This is an optimization exercise on Yosys and OpenROAD, whose aim is a short achievable clock period and few clock cycles, not a production implementation.
In this exercise RTL edits were held to simulation tests only and were not proved equivalent to the original.
No activity file was given, so power comes from the tool's default toggle rates.

==> branch amber <==
// cache_top
module cache_top #(
    parameter int SET_BITS = 4
) (
    input  wire logic             clk_i,
    input  wire logic             rst_i,
    input  wire logic             read_i,
    input  wire logic             write_i,
    input  wire cache_pkg::word_t address_i,
    input  wire cache_pkg::word_t writedata_i,
    output cache_pkg::word_t      readdata_o,
    output logic                  stb_o,
    output logic                  busy_o,
    input  wire cache_pkg::word_t mem_readdata_i,
    input  wire logic             mem_ack_i,
    output cache_pkg::word_t      mem_address_o,
    output cache_pkg::word_t      mem_writedata_o,
    output logic                  mem_read_o,
    output logic                  mem_write_o
);
    localparam int SETS     = 1 << SET_BITS;
    localparam int OFF      = cache_pkg::OFFSET_BITS;
    localparam int TAG_BITS = cache_pkg::XLEN - SET_BITS - OFF;
    localparam int MQD      = 16;   
    localparam int RQD      = 32;   
    localparam int IDW      = 4;    
    localparam int RCW      = 6;    
    typedef logic [TAG_BITS-1:0] tag_t;
    typedef logic [31:0]         word_t;
    logic [SETS-1:0] valid0_q, valid1_q, dirty0_q, dirty1_q, pend0_q, pend1_q, lru_q;
    tag_t            tag0_q  [SETS];
    tag_t            tag1_q  [SETS];
    word_t           data0_q [SETS];
    word_t           data1_q [SETS];
    logic [IDW-1:0]  pid0_q  [SETS];
    logic [IDW-1:0]  pid1_q  [SETS];
    logic [IDW-1:0]  nid_q;
    logic            s1_v_q, s1_rd_q;
    word_t           s1_addr_q, s1_wdata_q;
  ...
Settings: LEC_CHECK=0, ABC_CLOCK_PERIOD_IN_PS=2500, CAP_MARGIN=20, CELL_PAD_IN_SITES_DETAIL_PLACEMENT=1, CELL_PAD_IN_SITES_GLOBAL_PLACEMENT=2, CORE_MARGIN=2, CORE_UTILIZATION=35, SETUP_SLACK_MARGIN=3.2, SLEW_MARGIN=20, TNS_END_PERCENT=100; clock period 6.0 ns.
run.sh (not shown) runs the stock make flow with config.mk's settings and CLKGATE_MAP_FILE= SYNTH_SCRIPT=/design/flow/synth_recipe.tcl, a recipe that flattens the netlist after the stock synthesis.
==> branch cedar (differences from branch amber) <==
--- a/flow/design.v
+++ b/flow/design.v
@@ -66,12 +66,14 @@
     logic            s0_v_q, s0_rd_q;
     word_t           s0_addr_q, s0_wdata_q;
     logic [SETS-1:0] s0_sel0_q, s0_sel1_q;    
     logic [SETS-1:0] s0_hitv_q, s0_wbv_q;     
     logic            s0_hit, s0_way, s0_wb, s0_rmiss, s0_dnew;
-    logic [TAG_BITS-1:0] s0_vtag_q;               
-    word_t           s0_vdata_q;
+    tag_t            s0_t0_q, s0_t1_q;
+    word_t           s0_d0_q, s0_d1_q;
+    tag_t            vtag;
+    logic            s0_stale_q;    
     logic [MQD:0]             mq_t_q;     
     logic                     mq_ok_q;    
     logic                     mq_w_q   [MQD];
     word_t                    mq_a_q   [MQD];
     word_t                    mq_d_q   [MQD];
@@ -97,22 +99,22 @@
     word_t           ldata;
     logic            hp;
     logic [IDW-1:0]  hpid;
     assign s0_tag = s0_addr_q[cache_pkg::XLEN-1 -: TAG_BITS];
     assign s0_set = s0_addr_q[OFF +: SET_BITS];
-    assign f_go   = s0_v_q && mq_ok_q && rq_ok_q;
+    assign f_go   = s0_v_q && !s0_stale_q && mq_ok_q && rq_ok_q;
     assign s0_hit   = |s0_hitv_q;
     assign s0_wb    = |s0_wbv_q;
     assign s0_way   = |s0_sel1_q;
     assign s0_rmiss = s0_rd_q && !s0_hit;
+    assign ldata    = s0_way ? s0_d1_q : s0_d0_q;
+    assign vtag     = s0_way ? s0_t1_q : s0_t0_q;
     assign s0_dnew  = s0_rd_q ? (s0_hit && |((dirty0_q & s0_sel0_q) | (dirty1_q & s0_sel1_q))) : 1'b1;
     always_comb begin
-        ldata = '0;
         hp    = 1'b0;
         hpid  = '0;
         for (int s = 0; s < SETS; s++) begin
-            ldata = ldata | (data0_q[s] & {32{s0_sel0_q[s]}})       | (data1_q[s] & {32{s0_sel1_q[s]}});
             hp    = hp    | (pend0_q[s] & s0_sel0_q[s])             | (pend1_q[s] & s0_sel1_q[s]);
             hpid  = hpid  | (pid0_q[s]  & {IDW{s0_sel0_q[s]}})      | (pid1_q[s]  & {IDW{s0_sel1_q[s]}});
         end
     end
     logic            accept, x_from_s1;
@@ -121,13 +123,11 @@
     tag_t            in_tag;
     logic [SETS-1:0] in_sdec, in_eq0, in_eq1;
     logic            in_same;
     logic [SETS-1:0] x_sdec, x_eq0, x_eq1;
     logic            x_same;
-    logic [SETS-1:0] sh_hit, sh_way, sh_wb, sh_vic;
-    tag_t            x_vtag;
-    word_t           x_vdata;
+    logic [SETS-1:0] sh_hit, sh_way, sh_wb;
     assign accept    = !busy_q && (read_i || write_i);
     assign x_from_s1 = s1_v_q;
     assign in_tag    = address_i[cache_pkg::XLEN-1 -: TAG_BITS];
     assign in_same   = (in_tag == s0_tag);
     always_comb begin
@@ -160,19 +160,10 @@
             h1  = e1 && v1;
             vic = !v0 ? 1'b0 : (!v1 ? 1'b1 : l);
             sh_hit[s] = h0 || h1;
             sh_way[s] = (h0 || h1) ? h1 : vic;
             sh_wb[s]  = !(h0 || h1) && (vic ? (v1 && d1) : (v0 && d0));
-            sh_vic[s] = vic;
-        end
-    end
-    always_comb begin
-        x_vtag  = '0;
-        x_vdata = '0;
-        for (int s = 0; s < SETS; s++) begin
-            x_vtag  = x_vtag  | ((sh_vic[s] ? tag1_q[s]  : tag0_q[s])  & {TAG_BITS{x_sdec[s]}});
-            x_vdata = x_vdata | ((sh_vic[s] ? data1_q[s] : data0_q[s]) & {32{x_sdec[s]}});
         end
     end
     logic mq_pop, fill;
     assign mq_pop = !mq_t_q[0] && mem_ack_i;
     assign fill   = mq_pop && !mq_w_q[0];
@@ -216,39 +207,66 @@
     always_comb begin
         if (mq_pop ? !mq_t_q[1] : !mq_t_q[0]) begin
             a0_n = mq_pop ? mq_a_q[1] : mq_a_q[0];
             d0_n = mq_pop ? mq_d_q[1] : mq_d_q[0];
         end else begin
-            a0_n = s0_wb ? {s0_vtag_q, s0_set, {OFF{1'b0}}} : s0_addr_q;
-            d0_n = s0_vdata_q;
+            a0_n = s0_wb ? {vtag, s0_set, {OFF{1'b0}}} : s0_addr_q;
+            d0_n = ldata;
+        end
+    end
+    tag_t            tag0_n [SETS];
+    tag_t            tag1_n [SETS];
+    word_t           data0_n[SETS];
+    word_t           data1_n[SETS];
+    word_t           cdata0_n[SETS];
+    word_t           cdata1_n[SETS];
+    logic [SETS-1:0] c_sdec;      
+    tag_t            c_t0, c_t1;
+    word_t           c_d0, c_d1;
+    always_comb begin
+        for (int s = 0; s < SETS; s++) begin
+            tag0_n[s]  = (f_go && s0_sel0_q[s]) ? s0_tag : tag0_q[s];
+            tag1_n[s]  = (f_go && s0_sel1_q[s]) ? s0_tag : tag1_q[s];
+            data0_n[s] = (f_go && s0_sel0_q[s] && !s0_rd_q) ? s0_wdata_q : (fill0[s] ? mem_readdata_i : data0_q[s]);
+            data1_n[s] = (f_go && s0_sel1_q[s] && !s0_rd_q) ? s0_wdata_q : (fill1[s] ? mem_readdata_i : data1_q[s]);
+            cdata0_n[s] = (f_go && s0_sel0_q[s] && !s0_rd_q) ? s0_wdata_q : data0_q[s];
+            cdata1_n[s] = (f_go && s0_sel1_q[s] && !s0_rd_q) ? s0_wdata_q : data1_q[s];
+        end
+        c_sdec = (!s0_v_q || f_go) ? x_sdec : (s0_sel0_q | s0_sel1_q);
+        c_t0 = '0;
+        c_t1 = '0;
+        c_d0 = '0;
+        c_d1 = '0;
+        for (int s = 0; s < SETS; s++) begin
+            c_t0 = c_t0 | (tag0_n[s]  & {TAG_BITS{c_sdec[s]}});
+            c_t1 = c_t1 | (tag1_n[s]  & {TAG_BITS{c_sdec[s]}});
+            c_d0 = c_d0 | (cdata0_n[s] & {32{c_sdec[s]}});
+            c_d1 = c_d1 | (cdata1_n[s] & {32{c_sdec[s]}});
         end
     end
     always_ff @(posedge clk_i) begin
         for (int s = 0; s < SETS; s++) begin
-            if (fill0[s]) data0_q[s] <= mem_readdata_i;
-            if (fill1[s]) data1_q[s] <= mem_readdata_i;
-            if (f_go && s0_sel0_q[s]) begin
-                tag0_q[s] <= s0_tag;
-                if (!s0_rd_q) data0_q[s] <= s0_wdata_q;
-                if (s0_rmiss) pid0_q[s] <= nid_q;
-            end
-            if (f_go && s0_sel1_q[s]) begin
-                tag1_q[s] <= s0_tag;
-                if (!s0_rd_q) data1_q[s] <= s0_wdata_q;
-                if (s0_rmiss) pid1_q[s] <= nid_q;
-            end
-        end
+            tag0_q[s]  <= tag0_n[s];
+            tag1_q[s]  <= tag1_n[s];
+            data0_q[s] <= data0_n[s];
+            data1_q[s] <= data1_n[s];
+            if (f_go && s0_sel0_q[s] && s0_rmiss) pid0_q[s] <= nid_q;
+            if (f_go && s0_sel1_q[s] && s0_rmiss) pid1_q[s] <= nid_q;
+        end
+        s0_t0_q <= c_t0;
+        s0_t1_q <= c_t1;
+        s0_d0_q <= c_d0;
+        s0_d1_q <= c_d1;
+        s0_stale_q <= fill && c_sdec[mq_set_q[0]];
         if (!s0_v_q || f_go) begin
             s0_rd_q    <= x_rd;
             s0_addr_q  <= x_addr;
             s0_wdata_q <= x_from_s1 ? s1_wdata_q : writedata_i;
             s0_sel0_q  <= x_sdec & ~sh_way;
             s0_sel1_q  <= x_sdec & sh_way;
             s0_hitv_q  <= x_sdec & sh_hit;
             s0_wbv_q   <= x_sdec & sh_wb;
-            s0_vtag_q  <= x_vtag;
-            s0_vdata_q <= x_vdata;
         end else if (accept) begin
             s1_rd_q    <= read_i;
             s1_addr_q  <= address_i;
             s1_wdata_q <= writedata_i;
             s1_sdec_q  <= in_sdec;
@@ -268,12 +286,12 @@
                 end
             end
             for (int i = 0; i < MQD; i++) begin
                 if (f_go && s0_wb && mq_p1[i]) begin
                     mq_w_q[i]   <= 1'b1;
-                    mq_a_q[i]   <= {s0_vtag_q, s0_set, {OFF{1'b0}}};
-                    mq_d_q[i]   <= s0_vdata_q;
+                    mq_a_q[i]   <= {vtag, s0_set, {OFF{1'b0}}};
+                    mq_d_q[i]   <= ldata;
                 end else if (f_go && s0_rmiss && (s0_wb ? mq_p2[i] : mq_p1[i])) begin
                     mq_w_q[i]   <= 1'b0;
                     mq_a_q[i]   <= s0_addr_q;
                     mq_set_q[i] <= s0_set;
                     mq_way_q[i] <= s0_way;
SETUP_SLACK_MARGIN = 3.0   (was 3.2)
==> run summary <==
Branch amber finished with timing, DRC and antenna clean. Branch cedar finished with timing, DRC and antenna clean. Clock skew: branch amber is higher than branch cedar (13 ps). In branch amber the hold slack is lower than in branch cedar, by 140 ps. Against branch amber, the via count of branch cedar is lower by 3.0%. In branch cedar the worst setup slack is lower than in branch amber, by 220 ps. Of branch amber and branch cedar, branch cedar has the higher cell count (gap about 0.4%, measured against branch cedar). Between branch amber and branch cedar, the lower design area is in branch cedar (gap about 2%, measured against branch cedar). Critical path depth: branch cedar is lower than branch amber (5). In branch cedar the global-route usage is lower than in branch amber, by 2.9 points. Between branch amber and branch cedar, the lower combinational power is in branch amber (gap 11%, measured against branch cedar). First-iteration DRC count: branch amber is higher than branch cedar (19%). Clock-buffer cell count: branch cedar is higher than branch amber (17).
==> figures <==
item                                                                     branch cedar  branch amber
Outcome                                                      timing/DRC/antenna clean  timing/DRC/antenna clean
Total power density per cell area                                          489 nW/um2    467 nW/um2
Per-cell routed wire length                                                   39.3 um       42.8 um
Slew of the pin with the lowest slew margin                                   1210 ps       1330 ps
Pre-CTS setup slack                                                            594 ps      -5.67 ps
Biggest cell delay along the critical path                                     520 ps        350 ps
Sinks on the clock net                                                          5,114         5,055
Share of power burned in the clock network                                      0.254         0.264
Total placed cells including tap cells                                         32,200        31,900
Net switching power of the design                                           61,200 uW     59,200 uW
Net switching share of the total power                                          0.409         0.405
Seq power                                                                   49,500 uW     52,300 uW
Number of fill cells in the layout                                             75,300        74,100
Share of the synthesized area in the top cell type                              0.427         0.409
Count of routing violations after the opening detailed-route iteration         26,600        31,700
Vias per inst                                                                    6.11          6.33
Register cell area after layout                                           138,000 um2   135,000 um2
Count of cell instances traversed by the critical path                             11            16
Multiplexer area fraction after synthesis                                       0.109         0.143
FF-to-FF Start                                                                 s0_v_q       rq_ok_q
Worst hold path endpoint                                                s1_addr_q[20]    lf_d_q[12]
Flip-flop and latch count after synthesis                                       5,114         5,055
Initial standard-cell utilization of the core                                   0.350         0.351
Testbench counts of branch amber, summed over its fixed seeds: cycles 12,441.
Testbench counts of branch cedar, summed over its fixed seeds: cycles 12,518.

## what the ideal ports hide
Ports are ideal in the flow. The routed layouts listed here were re-timed in OpenROAD.
Step 1 (the two cells are an assumption about what drives the block):
set clk [get_ports {clk_i}]
set_driving_cell -lib_cell sky130_fd_sc_hd__clkbuf_16 $clk
set_driving_cell -lib_cell sky130_fd_sc_hd__buf_2 [delete_from_list [all_inputs] $clk]
Step 2, shift: input delay + t, output delay - t, t = (earliest + latest rising clock arrival at the registers) / 2. This alone moves slack from input paths to output paths.
Slacks: ideal ports / drivers / drivers and shift; pairs: ideal ports / drivers.
run	shift t [ns]	setup WS [ns]	worst setup path after step 2	clock arrival spread, ns	worst register clock-pin slew, ns
branch amber	1.313	2.779 / 2.779 / 1.607	input to register	0.084 / 0.084	0.07 / 0.07
branch cedar	1.293	2.560 / 2.560 / 1.584	input to register	0.064 / 0.064	0.07 / 0.07
After both steps setup and hold are still met in every run listed. For branch amber, which loses most, drivers alone change the setup slack by 0.000 ns; drivers and shift together by -1.172 ns.
